From an optimization exercise on the open Yosys and OpenROAD flow, aimed at small area, a short achievable clock period and few clock cycles; shortcuts taken in it are not production practice.
Function not checked in this run: the RTL went through the layout flow alone.
No activity file was given, so power comes from the tool's default toggle rates.

==> flow/design.v <==
package isaPkg;
	typedef struct packed {
		logic [5:0] opcode;
		logic [4:0] rs;
		logic [4:0] rt;
		logic [4:0] rd;
		logic [4:0] shamt;
		logic [5:0] funct;
	} rFormat_t;
	typedef struct packed {
		logic [5:0] opcode;
		logic [4:0] rs;
		logic [4:0] rt;
		logic [15:0] imm16;
	} iFormat_t;
	typedef union packed {
		rFormat_t rFormat;
		iFormat_t iFormat;
	} instWord_t;
	localparam logic [5:0] OP_RTYPE = 6'h00;
	localparam logic [5:0] OP_ADDI = 6'h08;
	localparam logic [5:0] OP_ANDI = 6'h0c;
	localparam logic [5:0] OP_ORI = 6'h0d;
	localparam logic [5:0] OP_LW = 6'h23;
	localparam logic [5:0] OP_SW = 6'h2b;
	localparam logic [5:0] FN_ADD = 6'h20;
	localparam logic [5:0] FN_SUB = 6'h22;
	localparam logic [5:0] FN_AND = 6'h24;
	localparam logic [5:0] FN_OR = 6'h25;
	localparam logic [5:0] FN_SLT = 6'h2a;
endpackage
package pipePkg;
	typedef struct packed {
		logic sub;  
		logic slt;
		logic andOp;
		logic orOp;
	} aluCtl_t;
endpackage
`timescale 1ns/10ps
module registerFile (
	input logic clk,
	input logic rst,
	input logic [4:0] rsAddr,
	input logic [4:0] rtAddr,
	input logic [4:0] wrAddr,
	input logic wrEn,
	input logic [31:0] wrData,
	output logic [31:0] rsData,
	output logic [31:0] rtData
);
	logic [32-1:0][31:0] regs;
	logic [31:0] wrVal;
	assign wrVal = rst ? 32'd0 : wrData;
	assign regs[0] = 32'd0;
	for (genvar i = 1; i < 32; i++) begin : g_reg
		always_ff @(posedge clk) begin
			if (rst || (wrEn && wrAddr == i))
				regs[i] <= wrVal;
		end
	end
	assign rsData = (wrEn && wrAddr == rsAddr) ? wrData : regs[rsAddr];
	assign rtData = (wrEn && wrAddr == rtAddr) ? wrData : regs[rtAddr];
endmodule
`timescale 1ns/10ps
module fetchDecode (
	input isaPkg::instWord_t ir,
	input logic irValid,
	output logic regWe,
	output logic isLoad,
	output logic isStore,
	output logic useImm,
	output pipePkg::aluCtl_t aluCtl,
	output logic [4:0] dest,
	output logic [31:0] imm
);
	logic writes, signExt;
	always_comb begin
		writes = 1'b0;
		isLoad = 1'b0;
		isStore = 1'b0;
		useImm = 1'b1;
		aluCtl = '0;
		signExt = 1'b1;
		dest = ir.iFormat.rt;
		case (ir.rFormat.opcode)
			isaPkg::OP_RTYPE: begin
				useImm = 1'b0;
				dest = ir.rFormat.rd;
				case (ir.rFormat.funct)
					isaPkg::FN_ADD: writes = 1'b1;
					isaPkg::FN_SUB: begin writes = 1'b1; aluCtl.sub = 1'b1; end
					isaPkg::FN_AND: begin writes = 1'b1; aluCtl.andOp = 1'b1; end
					isaPkg::FN_OR: begin writes = 1'b1; aluCtl.orOp = 1'b1; end
					isaPkg::FN_SLT: begin writes = 1'b1; aluCtl.sub = 1'b1; aluCtl.slt = 1'b1; end
					default: ;
				endcase
			end
			isaPkg::OP_ADDI: writes = 1'b1;
			isaPkg::OP_ANDI: begin writes = 1'b1; aluCtl.andOp = 1'b1; signExt = 1'b0; end
			isaPkg::OP_ORI: begin writes = 1'b1; aluCtl.orOp = 1'b1; signExt = 1'b0; end
			isaPkg::OP_LW: begin writes = 1'b1; isLoad = 1'b1; end
			isaPkg::OP_SW: begin isStore = 1'b1; useImm = 1'b0; end
			default: ;
		endcase
		if (!irValid) begin
			writes = 1'b0;
			isStore = 1'b0;
		end
	end
	assign regWe = writes && dest != 5'd0;
	assign imm = signExt ? {{16{ir.iFormat.imm16[15]}}, ir.iFormat.imm16}
		: {16'd0, ir.iFormat.imm16};
endmodule
`timescale 1ns/10ps
module executeStage (
	input logic [31:0] opA,
	input logic [31:0] opB,
	input pipePkg::aluCtl_t aluCtl,
	output logic [31:0] aluResult
);
	logic [31:0] sum;
	logic lt;
	assign sum = opA + (aluCtl.sub ? ~opB : opB) + {31'd0, aluCtl.sub};
	assign lt = (opA[31] ^ opB[31]) ? opA[31] : sum[31];
	always_comb begin
		if (aluCtl.slt) aluResult = {31'd0, lt};
		else if (aluCtl.andOp) aluResult = opA & opB;
		else if (aluCtl.orOp) aluResult = opA | opB;
		else aluResult = sum;
	end
endmodule
`timescale 1ns/10ps
module dataMemory (
	input logic clk,
	input logic rst,
	input logic wrEn,
	input logic [6-1:0] wrAddr,
	input logic [31:0] wrData,
	input logic [6-1:0] rdAddr,
	output logic [31:0] rdData
);
	logic [64-1:0][31:0] mem;
	logic [31:0] wrVal;
	assign wrVal = rst ? 32'd0 : wrData;
	for (genvar i = 0; i < 64; i++) begin : g_word
		always_ff @(posedge clk) begin
			if (rst || (wrEn && wrAddr == i))
				mem[i] <= wrVal;
		end
	end
	assign rdData = (wrEn && wrAddr == rdAddr) ? wrData : mem[rdAddr];
endmodule
`timescale 1ns/10ps
module mips32Top (
	input logic clk,
	input logic rst,
	input logic [31:0] inst,
	input logic instValid,
	output logic instReady,
	output logic regWrite,
	output logic [4:0] regAddr,
	output logic [31:0] regData,
	output logic memWr,
	output logic [6-1:0] memAddr,
	output logic [31:0] memData
);
	isaPkg::instWord_t ir;
	logic irValid;
	logic idRegWe, idLoad, idStore, idUseImm;
	pipePkg::aluCtl_t idAluCtl;
	logic [4:0] idDest;
	logic [31:0] idImm, rfRsData, rfRtData;
	logic exRegWe, exLoad, exStore, exFwdA, exFwdB;
	pipePkg::aluCtl_t exAluCtl;
	logic [4:0] exDest;
	logic [31:0] exA, exB;
	logic [7:0] exOff;
	logic [31:0] opA, opB, aluResult, loadData;
	logic [7:0] byteAddr;
	assign instReady = 1'b1;
	always_ff @(posedge clk) begin
		if (rst)
			irValid <= 1'b0;
		else
			irValid <= instValid;
		ir <= inst;
	end
	fetchDecode fetchDecode (
		.ir, .irValid,
		.regWe (idRegWe), .isLoad (idLoad), .isStore (idStore), .useImm (idUseImm),
		.aluCtl (idAluCtl), .dest (idDest), .imm (idImm)
	);
	registerFile registerFile (
		.clk, .rst,
		.rsAddr (ir.rFormat.rs),
		.rtAddr (ir.rFormat.rt),
		.wrAddr (regAddr),
		.wrEn (regWrite),
		.wrData (regData),
		.rsData (rfRsData),
		.rtData (rfRtData)
	);
	always_ff @(posedge clk) begin
		if (rst) begin
			exRegWe <= 1'b0;
			exStore <= 1'b0;
		end else begin
			exRegWe <= idRegWe;
			exStore <= idStore;
		end
	end
	always_ff @(posedge clk) begin
		exLoad <= idLoad;
		exAluCtl <= idAluCtl;
		exDest <= idDest;
		exA <= rfRsData;
		exB <= idUseImm ? idImm : rfRtData;
		exOff <= ir.iFormat.imm16[7:0];
		exFwdA <= exRegWe && exDest == ir.rFormat.rs;
		exFwdB <= exRegWe && exDest == ir.rFormat.rt && !idUseImm;
	end
	assign opA = exFwdA ? regData : exA;
	assign opB = exFwdB ? regData : exB;
	executeStage executeStage (
		.opA, .opB, .aluCtl (exAluCtl), .aluResult
	);
	assign byteAddr = opA[7:0] + exOff;
	dataMemory dataMemory (
		.clk, .rst,
		.wrEn (memWr), .wrAddr (memAddr), .wrData (memData),
		.rdAddr (byteAddr[7:2]), .rdData (loadData)
	);
	always_ff @(posedge clk) begin
		if (rst) begin
			regWrite <= 1'b0;
			memWr <= 1'b0;
		end else begin
			regWrite <= exRegWe;
			memWr <= exStore;
		end
	end
	always_ff @(posedge clk) begin
		regAddr <= exDest;
		regData <= exLoad ? loadData : aluResult;
		memAddr <= byteAddr[7:2];
		memData <= opB;
	end
endmodule
==> flow/run.sh <==
#!/bin/bash
# synth_recipe.tcl (not shown) runs the flow's synth.tcl, then flattens the netlist and writes it again
# the make line also repeats each setting of config.mk as NAME=value (left out here)
make -C /OpenROAD-flow-scripts/flow DESIGN_CONFIG=/design/flow/config.mk WORK_HOME=/design/flow/orfs CLKGATE_MAP_FILE= SYNTH_SCRIPT=/design/flow/synth_recipe.tcl finish
==> flow/config.mk <==
export PLATFORM = sky130hd
export DESIGN_NAME = mips32Top
export DESIGN_NICKNAME = mips32Top
export VERILOG_FILES = /design/flow/design.v
export SDC_FILE = /design/flow/constraint.sdc
export NUM_CORES = 4
export LEC_CHECK = 0
export CAP_MARGIN = 20
export CORE_MARGIN = 2
export CORE_UTILIZATION = 40
export SLEW_MARGIN = 20
==> flow/constraint.sdc <==
create_clock -name core_clock -period 6.0 [get_ports {clk}]
set_input_delay 1.2000 -clock core_clock [delete_from_list [all_inputs] [get_ports {clk}]]
set_output_delay 1.2000 -clock core_clock [all_outputs]
set_load 0.01 [all_outputs]
==> results.json <==
{
  "rsz0062_at_grt": "false",
  "dr.pass1.iters": 6,
  "synth_largest_area_cell": "edfxtp_1",
  "fp.dieW_um": 587.2,
  "ys_ff_latch": 3236,
  "cts_tree": "yes",
  "maxCapViolCount": 0,
  "drt-total-wl_um": 425200,
  "wl_per_cell_um": 31.91,
  "synth_edf_count": 3040,
  "cts_setup_buffers": 0,
  "drive_gt1_share_pct": 21.55,
  "synth_top_cell_area_share_pct": 67.10,
  "pwr_density_cell_mw_per_mm2": 460.9,
  "crit_fanout": 85,
  "slowest_stage": "o21ai_0",
  "place_congestion": 0.8731,
  "io_buffers": 111,
  "area_delta_synth_final_pct": 14.54,
  "yosysSeqAreaShare_pct": 69.98,
  "grt_pass1_wl_um": 600200,
  "cp-start-kind": "register",
  "grt_usage_pct": 24.14,
  "nFillCells": 28860,
  "drt-met1-wl_um": 167200,
  "drc_errors": 0,
  "synthesis.nets": 8381,
  "clkSinkCount": 3236,
  "die_y_um": 587.2,
  "fin_skew_ps": 64.66,
  "p_leak_nw": 54.14,
  "fin_setup_tns_ps": 0,
  "synth_warnings": 5,
  "tightest_slew_ps": 1190,
  "finalHoldViolCount": 0,
  "ir_drop_mv": 0.5447,
  "period_needed_ps": 5525,
  "post-route-util_pct": 45.94,
  "first_global_vias": 79760,
  "vias": 81610,
  "yosysUniqueCellTypes": 89,
  "wl_met2_um": 200300,
  "hold_path.class": "register to register",
  "post-route-period-util_pct": 92.09,
  "setup_viol": 0,
  "die_area_mm2": 0.3448,
  "viasPerCell": 6.124,
  "dp_hpwl_um": 246300,
  "worstSetupEndpointType": "register",
  "drt_iter0_drc": 11510,
  "synth-main-ff-cell": "edfxtp_1",
  "final_antenna_net_count": 0,
  "cp_common_cell": "a311oi_1",
  "h-tree-depth": 5,
  "clockBufferDepth": 4,
  "core_area_mm2": 0.3392,
  "cp.arrival_ps": 6300,
  "required_ps": 6780,
  "regArea_mm2": 0.09525,
  "synth-async-reset-ratio_pct": 0,
  "cts.reportedPaths.clkPinSlew_ps": 60,
  "relSlewSlack_pct": 20.37,
  "cts-buffers-inserted": 338,
  "crit_chain": "mux2i_1 -> inv_1 -> ha_1 -> a21o_1 -> a221o_1 -> xnor2_2 -> inv_8 -> buf_12 -> buf_4 -> a311oi_1 -> a311oi_1 -> a311oi_1 -> o21ai_0 -> nand4_1",
  "critPathMaxStageDelay_ps": 810,
  "multi_input_area_mm2": 0.03921,
  "grt-ovfl-total": 0,
  "grt_start_max_net_pins": 108,
  "final_common_cell": "edfxtp_1",
  "layout_common_cells": "3040 x edfxtp_1, 1420 x nand2_1, 790 x mux4_2, 641 x nand3_1, 342 x clkbuf_16",
  "syn_inst": 8307,
  "ios": 113,
  "initial_core_util_pct": 40.10,
  "rows": 214,
  "cts_resized": 0,
  "wl_met3_um": 41890,
  "hold_buffers": 0,
  "path_delay_family": "compound AO/OA/AOI/OAI gates",
  "antenna_found_initial": 20,
  "worst_skew_pair.late_latency_ps": 970,
  "finalMaxSlewViolations": 0,
  "critical_path_buf_inv_count": 4,
  "hold_ws_ps": 373.6,
  "num-nets-final": 8586,
  "dr.max_layer_used": "met5",
  "root_buffer": "clkbuf_16",
  "syn_area_per_cell_um2": 16.38,
  "synthTopCellsByArea": "edfxtp_1 67%, mux4_2 13%, nand2_1 4.0%",
  "outcome": "timing/DRC/antenna clean",
  "synth_area_mm2": 0.1360,
  "critPathKind": "register to register",
  "max_freq_mhz": 181.0
}
[final timing paths]
| path | from | endpoint | slack [ps] | depth (start not counted) |
|---|---|---|---|---|
| setup reg to reg | exFwdA | regData[16] | 470 | 14 |
| hold / removal | ir[6] | exOff[6] | 370 | 0 |
| hold reg to reg | ir[6] | exOff[6] | 370 | 0 |
| setup / recovery | exFwdA | regData[16] | 470 | 14 |
[report_power, final]
part           switching, mW  internal [mW]  total, mW
logic                   13.8           7.29       21.1
clock network           9.01           12.3       21.3
registers               1.59           27.8       29.4
total                   24.4           47.4       71.8
[routing by layer]
layer | up-vias | track usage [%]
li1 | 33290 | -
met1 | 43040 | 33.51
met2 | 4536 | 38.34
met3 | 742 | 4.448
met4 | 4 | 8.250
met5 | - | 0
[state kept, by name, summed over array words and instances, names as in the netlist, 4 cells and up]
| register | cells |
|---|---|
| dataMemory.mem | 2048 |
| registerFile.regs | 992 |
| exA | 32 |
| exB | 32 |
| ir | 32 |
| memData | 32 |
| regData | 32 |
| exOff | 8 |
| memAddr | 6 |
| exDest | 5 |
| regAddr | 5 |
| exAluCtl | 4 |
[Yosys cell counts (6+ instances only)]
| library cell | count |
|---|---|
| a22oi_1 | 18 |
| o21bai_1 | 7 |
| nand2_1 | 1457 |
| mux2_2 | 75 |
| buf_1 | 124 |
| nand2b_1 | 18 |
| o211ai_1 | 8 |
| a2111oi_0 | 18 |
| buf_2 | 181 |
| a22o_1 | 49 |
| or2_2 | 9 |
| xor2_1 | 30 |
| a31oi_1 | 100 |
| and3_1 | 96 |
| nor3_1 | 15 |
| nor4_1 | 9 |
| a221oi_1 | 28 |
| xnor2_1 | 64 |
| o21ai_0 | 174 |
| ha_1 | 38 |
| edfxtp_1 | 3040 |
| a21o_1 | 24 |
| o221ai_1 | 6 |
| mux4_2 | 790 |
| a32oi_1 | 54 |
| a211o_1 | 9 |
| nand3_1 | 642 |
| a21oi_1 | 74 |
| a211oi_1 | 38 |
| clkbuf_1 | 261 |
| nand4_1 | 31 |
| nor2b_1 | 74 |
| o2111ai_1 | 8 |
| a32o_1 | 6 |
| o31ai_1 | 24 |
| nor2_1 | 71 |
| inv_1 | 76 |
| dfxtp_1 | 196 |
| a311oi_1 | 127 |
| mux2i_1 | 141 |
| buf_4 | 15 |
[kinds of logic (layout without fill, tap and decap cells)]
group / count (synthesis) / after routing / synth area share, %
AO/OA/AOI/OAI: 812 / 812 / 4.310
XOR/XNOR: 96 / 96 / 0.6291
adder cells (fa/ha/maj): 39 / 39 / 0.3642
buffers and inverters: 664 / 1140 / 2.051
flip-flops: 3236 / 3236 / 69.98
multiplexers: 1008 / 1008 / 14.76
other: 1 / 8 / 0.002756
AND/OR/NAND/NOR: 2451 / 2451 / 7.896
[area by class of cell]
cell class | count | share of cell area, %
sequential | 3236 | 61.12
multi-input combinational | 4407 | 25.16
clock buffer | 418 | 5.783
tap | 4536 | 3.642
timing repair buffer | 448 | 2.660
clock inverter | 193 | 1.405
inverter | 81 | 0.2128
antenna | 7 | 0.01124
[through the flow]
| step | power, mW | setup slack (ps) | cell area [um2] | std cells |
|---|---|---|---|---|
| 2_1_floorplan | 41.56 | 1250 | 136000 | 8307 |
| 3_3_place_gp | 50.21 | 679.0 | 144600 | 12710 |
| 3_5_place_dp | 50.57 | 568.3 | 144600 | 12710 |
| 4_1_cts | 71.80 | 564.0 | 155800 | 13320 |
| 5_1_grt | 74.22 | 295.8 | 155800 | 13320 |
| 6_report | 71.82 | 474.5 | 155800 | 13330 |

static timing again, ports no longer ideal:
Ports are ideal in the flow. The routed layout listed here was re-timed in OpenROAD. Step 1, drivers: a clkbuf_16 drives clk and a buf_2 each remaining input, both assumed. Step 2 times the ports against the registers' clock, not the clock port: input delays grow and output delays shrink by t, the midpoint of the rising clock arrivals with the driver on. Slacks: ideal / step 1 / step 2; pairs: ideal / step 1.
shift t [ns]: 1.032
setup slack, ns: 0.475 / 0.475 / 0.475
cell pins on the clock port's net: 1
After both steps setup and hold are still met in this run. For this run, drivers alone change the setup slack by 0.000 ns; drivers and shift together by 0.000 ns.
